What follows belongs to an exercise in optimizing a design on an open flow for small area; a production flow would make more cautious choices.
Function was checked by simulation only, so behaviour that the tests miss may differ from the original.

**flow/config.mk**
```make
export PLATFORM = sky130hd
export DESIGN_NAME = matmul_scheduler
export DESIGN_NICKNAME = matmul_scheduler
export VERILOG_FILES = /design/flow/design.v
export SDC_FILE = /design/flow/constraint.sdc
export NUM_CORES = 4
export LEC_CHECK = 0
export CAP_MARGIN = 20
export CORE_MARGIN = 2
export CORE_UTILIZATION = 40
export SLEW_MARGIN = 20
```
**flow/design.v**
```verilog
module matmul_scheduler #(
  parameter int PE_COUNT    = 4,
  parameter int RAM_SIZE    = 128,
  parameter int QUEUE_DEPTH = 2,
  parameter int TIMEOUT     = 65535
) (
  input  logic                     clk,
  input  logic                     rst,
  input  logic                     job_valid,
  output logic                     job_ready,
  input  logic [31:0]              job_M,
  input  logic [31:0]              job_N,
  input  logic [31:0]              job_P,
  input  logic [31:0]              job_left_offset,
  input  logic [31:0]              job_right_offset,
  input  logic [31:0]              job_result_offset,
  output logic [31:0]              M,
  output logic [31:0]              N,
  output logic [31:0]              P,
  output logic [31:0]              left_offset,
  output logic [31:0]              right_offset,
  output logic [31:0]              result_offset,
  output logic [PE_COUNT-1:0][1:0] start_signal,
  input  logic [PE_COUNT-1:0]      pe_done,
  output logic                     busy,
  output logic                     job_done,
  output logic                     job_error,
  output logic [31:0]              cycle_count
);
  localparam int AW = (QUEUE_DEPTH > 1) ? $clog2(QUEUE_DEPTH) : 1;
  localparam int CW = $clog2(QUEUE_DEPTH + 1);
  typedef struct packed {
    logic [31:0] m;
    logic [31:0] n;
    logic [31:0] p;
    logic [31:0] lo;
    logic [31:0] ro;
    logic [31:0] so;
  } job_t;
  typedef enum logic [2:0] {
    S_IDLE,
    S_CHECK,
    S_START,
    S_RUN,
    S_ABORT,
    S_DONE
  } state_t;
  state_t state_q, state_d;
  logic [191:0]  mem_q [QUEUE_DEPTH];
  job_t          job_in;
  job_t          cfg_q, cfg_d;
  logic [AW-1:0] wr_q, wr_d, rd_q, rd_d;
  logic [CW-1:0] fill_q, fill_d;
  logic          push, pop, full, empty;
  logic [PE_COUNT-1:0] mask_q, mask_d, mask_next;
  logic [31:0]         run_q, run_d;
  logic [31:0]         cc_q, cc_d;
  logic                err_q, err_d;
  logic [63:0] l_end, r_end, o_end;
  logic        reject;
  function automatic logic [AW-1:0] inc(input logic [AW-1:0] a);
    logic [AW-1:0] last;
    last = QUEUE_DEPTH - 1;
    if (a == last) inc = '0;
    else           inc = a + 1'b1;
  endfunction
  assign job_in = {job_M, job_N, job_P,
                   job_left_offset, job_right_offset,
                   job_result_offset};
  localparam logic [CW-1:0] FULL_FILL = QUEUE_DEPTH;
  assign full      = (fill_q == FULL_FILL);
  assign empty     = (fill_q == '0);
  assign job_ready = !full;
  assign push      = job_valid && !full;
  always_comb begin
    l_end = {32'd0, cfg_q.lo} + ({32'd0, cfg_q.m} * {32'd0, cfg_q.n});
    r_end = {32'd0, cfg_q.ro} + ({32'd0, cfg_q.n} * {32'd0, cfg_q.p});
    o_end = {32'd0, cfg_q.so} + ({32'd0, cfg_q.m} * {32'd0, cfg_q.p});
    reject = (cfg_q.m == '0) || (cfg_q.n == '0) || (cfg_q.p == '0) ||
             (l_end > 64'(RAM_SIZE)) ||
             (r_end > 64'(RAM_SIZE)) ||
             (o_end > 64'(RAM_SIZE));
  end
  always_comb begin
    state_d      = state_q;
    cfg_d        = cfg_q;
    mask_d       = mask_q;
    mask_next    = mask_q | pe_done;
    run_d        = run_q;
    cc_d         = cc_q;
    err_d        = err_q;
    pop          = 1'b0;
    start_signal = '0;
    unique case (state_q)
      S_IDLE: begin
        if (!empty) begin
          pop     = 1'b1;
          cfg_d   = mem_q[rd_q];
          state_d = S_CHECK;
        end
      end
      S_CHECK: begin
        run_d = '0;
        if (reject) begin
          err_d   = 1'b1;
          state_d = S_DONE;
        end else begin
          state_d = S_START;
        end
      end
      S_START: begin
        for (int i = 0; i < PE_COUNT; i++) start_signal[i] = 2'b01;
        mask_d  = pe_done;
        run_d   = '0;
        state_d = S_RUN;
      end
      S_RUN: begin
        for (int i = 0; i < PE_COUNT; i++)
          start_signal[i] = mask_q[i] ? 2'b00 : 2'b10;
        mask_d = mask_next;
        run_d  = run_q + 32'd1;
        if (&mask_next)
          state_d = S_DONE;
        else if (run_q + 32'd1 == 32'(TIMEOUT))
          state_d = S_ABORT;
      end
      S_ABORT: begin
        for (int i = 0; i < PE_COUNT; i++) start_signal[i] = 2'b11;
        err_d   = 1'b1;
        state_d = S_DONE;
      end
      S_DONE: begin
        cc_d    = run_q;
        err_d   = 1'b0;
        state_d = S_IDLE;
      end
      default: state_d = S_IDLE;
    endcase
  end
  always_comb begin
    wr_d   = push ? inc(wr_q) : wr_q;
    rd_d   = pop ? inc(rd_q) : rd_q;
    fill_d = fill_q + {{(CW-1){1'b0}}, push} - {{(CW-1){1'b0}}, pop};
  end
  always_ff @(posedge clk) begin
    if (push) mem_q[wr_q] <= job_in;
  end
  always_ff @(posedge clk or posedge rst) begin
    if (rst) begin
      state_q <= S_IDLE;
      cfg_q   <= '0;
      wr_q    <= '0;
      rd_q    <= '0;
      fill_q  <= '0;
      mask_q  <= '0;
      run_q   <= '0;
      cc_q    <= '0;
      err_q   <= 1'b0;
    end else begin
      state_q <= state_d;
      cfg_q   <= cfg_d;
      wr_q    <= wr_d;
      rd_q    <= rd_d;
      fill_q  <= fill_d;
      mask_q  <= mask_d;
      run_q   <= run_d;
      cc_q    <= cc_d;
      err_q   <= err_d;
    end
  end
  assign M             = cfg_q.m;
  assign N             = cfg_q.n;
  assign P             = cfg_q.p;
  assign left_offset   = cfg_q.lo;
  assign right_offset  = cfg_q.ro;
  assign result_offset = cfg_q.so;
  assign busy          = (state_q != S_IDLE);
  assign job_done      = (state_q == S_DONE);
  assign job_error     = (state_q == S_DONE) && err_q;
  assign cycle_count   = cc_q;
endmodule
```
**flow/run.sh**
```bash
#!/bin/bash
# synth_recipe.tcl (not shown) runs the flow's synth.tcl, then flattens the netlist and writes it again
# the make line also repeats each setting of config.mk as NAME=value (left out here)
make -C /OpenROAD-flow-scripts/flow DESIGN_CONFIG=/design/flow/config.mk WORK_HOME=/design/flow/orfs CLKGATE_MAP_FILE= SYNTH_SCRIPT=/design/flow/synth_recipe.tcl finish
```
**flow/constraint.sdc**
```tcl
create_clock -name core_clock -period 12.0 [get_ports {clk}]
set_input_delay 2.4000 -clock core_clock [delete_from_list [all_inputs] [get_ports {clk}]]
set_output_delay 2.4000 -clock core_clock [all_outputs]
set_load 0.01 [all_outputs]
```
==> reports/qor.yml <==
status: "timing/DRC/antenna clean"
wl_per_cell_um: 25.98
grt_max_degree: 195
synth_top_area_frac: 0.4305
drtAntennaViolNets: 0
core_um2: 321700
period_share: 0.9527
die-area_um2: 328200
whs_path_depth: 1
vias_per_cell: 5.455
die_h_um: 572.9
maxSlewViolCount: 0
ys_top_cells_by_area: "fa_1 43%, edfxtp_1 8.9%, inv_1 8.5%"
setup_viol: 0
start_kind: "flop"
ff_latch_area_um2: 18420
synth-main-ff-cell: "edfxtp_1"
critPathKind: "reg2reg"
clk_latency_ns: 0.77
max_clock_freq_mhz: 87.47
syn_area_um2: 129500
crit_start: "cfg_q[182]$_DFFE_PP0P_"
drive_gt1_frac: 0.03744
final_util: 0.4377
grt_pass1_vias: 104600
gp_congestion: 1.048
layout.cells.non_filler: 18100
synth_top_area_cell: "fa_1"
grt_pass1_wl_mm: 703.5
clk_path_buf_depth: 3
drv_cap: 0
worstPathRequired_ns: 12.54
fill_cells: 31470
endpoint_kind: "flop"
initial_core_util: 0.4025
root_buffer: "clkbuf_16"
cts_resized: 0
portBuffers: 434
hold_viol: 0
tns_ns: 0
finClkSkew_ns: 0.06308
worstRegToRegCells: 28
final_nets: 17500
max_slew_margin: 0.1899
drc_errors: 0
yosys.cell_count.top_type: "inv_1"
hold_buffers: 0
synthTopCellsByCount: "2925 x inv_1, 2784 x fa_1, 2155 x nand2_1, 1236 x and2_1, 873 x clkbuf_1"
tritoncts: "done"
syn_nets: 17650
drtIter0Drc: 8892
cts_setup_buffers: 0
htree_levels: 3
cp_max_fo: 44
cpMaxStageDelayCell: "dfrtp_4"
synthArstFlopShare: 0.4110
hpwlAfterDp_mm: 370.1
period_needed_ns: 11.43
clock_sinks: 652
avgSynthCellArea_um2: 9.333
cpMostUsedCell: "fa_1"
overflow: 0
routed_wirelength_mm: 470.2
rr_startpoint: "cfg_q[182]$_DFFE_PP0P_"
rsz0062_at_grt: "false"
first_pass_iters: 7
yosysUniqueCellTypes: 94
dp.cells: 17950
slowest_delay_ns: 0.97
antenna_found_initial: 48
hold-worst-slack_ns: 0.5032
yosys_warnings: 1
worst_pin_slew_ns: 1.215
areaGrowthSynthToFinish_pct: 8.748
syn_inst: 13870
synth-edff-count: 384
std_cell_rows: 208
track_usage: 0.2890
min_from: "cc_q[9]$_DFFE_PP0P_"
cts-buffers-inserted: 72
cts.clk_slew.worst_paths_ns: 0.08
die_w_um: 572.9
via_count: 98730
num_io_pins: 435
hp-class: "reg2reg"
yosysSeqAreaShare: 0.1409
multiInputGateArea_um2: 96910
arrival_ns: 11.97
ys_seq_elements: 652
==> flip-flops by register name, indices dropped and copies added (netlist names) <==
register and flops:
mem_q 384, cfg_q 192, rd_q 1, wr_q 1, fill_q 2, mask_q 4, state_q 3, run_q 32
err_q 1, cc_q 32
==> final cells by class <==
class,count,area share
Clock buffer,97,0.01403
Sequential cell,652,0.1308
Clock inverter,37,0.002853
Timing Repair Buffer,670,0.04746
Multi-Input combinational cell,9400,0.6883
Tap cell,4305,0.03826
Antenna cell,11,0.0001955
Inverter,2926,0.07806
==> worst paths after layout <==
kind                                     endpoint  slack (ns)
min in group asynchronous        rd_q$_DFFE_PP0P_        2.08
hold / removal                cc_q[9]$_DFFE_PP0P_        0.50
setup / recovery           state_q[0]$_DFFE_PP0P_        0.57
hold reg to reg               cc_q[9]$_DFFE_PP0P_        0.50
setup reg to reg           state_q[0]$_DFFE_PP0P_        0.57
max in group asynchronous  cfg_q[148]$_DFFE_PP0P_        8.49
==> critical path: cells and delay by family, from the launching register on <==
family                   cells  cell delay [ns]
adder cells (fa/ha/maj)      9             4.47
AND/OR/NAND/NOR              8             3.14
AO/OA/AOI/OAI                5             1.66
flip-flops                   1             0.97
buffers and inverters        6             0.84
==> routing by layer <==
metal	part of all wire	vias to the layer above	track usage	wire (µm)
met5	0.00027	-	0	126
met4	0.048	18	0.1157	22650
met3	0.097	1043	0.06380	45590
met2	0.45	4790	0.4585	213000
met1	0.40	51360	0.3841	188800
li1	-	41520	-	-
==> placed cells by master, fill, tap and decap left out, drive strengths merged, types with 51 or more instances in the layout <==
| master | instances |
|---|---|
| nor4 | 69 |
| and2 | 1237 |
| a21oi | 463 |
| clkbuf | 97 |
| nand4 | 141 |
| ha | 793 |
| nor3 | 66 |
| nand2 | 2155 |
| mux2i | 210 |
| fa | 2784 |
| o21a | 51 |
| nor2 | 424 |
| buf | 236 |
| dfrtp | 268 |
| nand3 | 74 |
| clkdlybuf4s50 | 434 |
| edfxtp | 384 |
| xnor2 | 55 |
| o21ai | 235 |
| inv | 2930 |
| a21o | 51 |
==> logic make-up after synthesis <==
kind of cell    Yosys count  synth area share
compound gates         1166           0.05620
simple gates           4306            0.1582
buf+inv                3821            0.1111
mux                     246           0.01937
xor+xnor                105          0.007209
fa+ha+maj              3577            0.5071
flops                   652            0.1409
==> metrics by stage <==
step	setup slack [ns]	instance area (µm²)
floorplan	0.7954	129500
global placement	0.9676	138400
detailed placement	0.8656	138400
CTS	0.7822	140800
global route	0.4699	140800
finish	0.5672	140800

[what the ideal ports hide]
In the flow no input, the clock included, has a driving cell. The finished layout below was timed again as built, in two steps.
Step 1 (the two cells are an assumption about what drives the block):
set clk [get_ports {clk}]
set_driving_cell -lib_cell sky130_fd_sc_hd__clkbuf_16 $clk
set_driving_cell -lib_cell sky130_fd_sc_hd__buf_2 [delete_from_list [all_inputs] $clk]
Step 2 also shifts input and output timing later by t, the mid clock arrival at the registers, as if the neighbouring blocks saw the same clock.
Three values: ideal ports, drivers, drivers and shift; two values: the first two.
t, ns: 0.825
setup WS [ns]: 0.567 / 0.567 / 0.567
worst setup path after step 2: register to register
clock arrival spread, ns: 0.085 / 0.084
worst slew at a driven data input, ns: 0.18
After both steps setup and hold are still met in this run. The setup slack of this run moves by 0.000 ns with the drivers and by 0.000 ns with both steps.
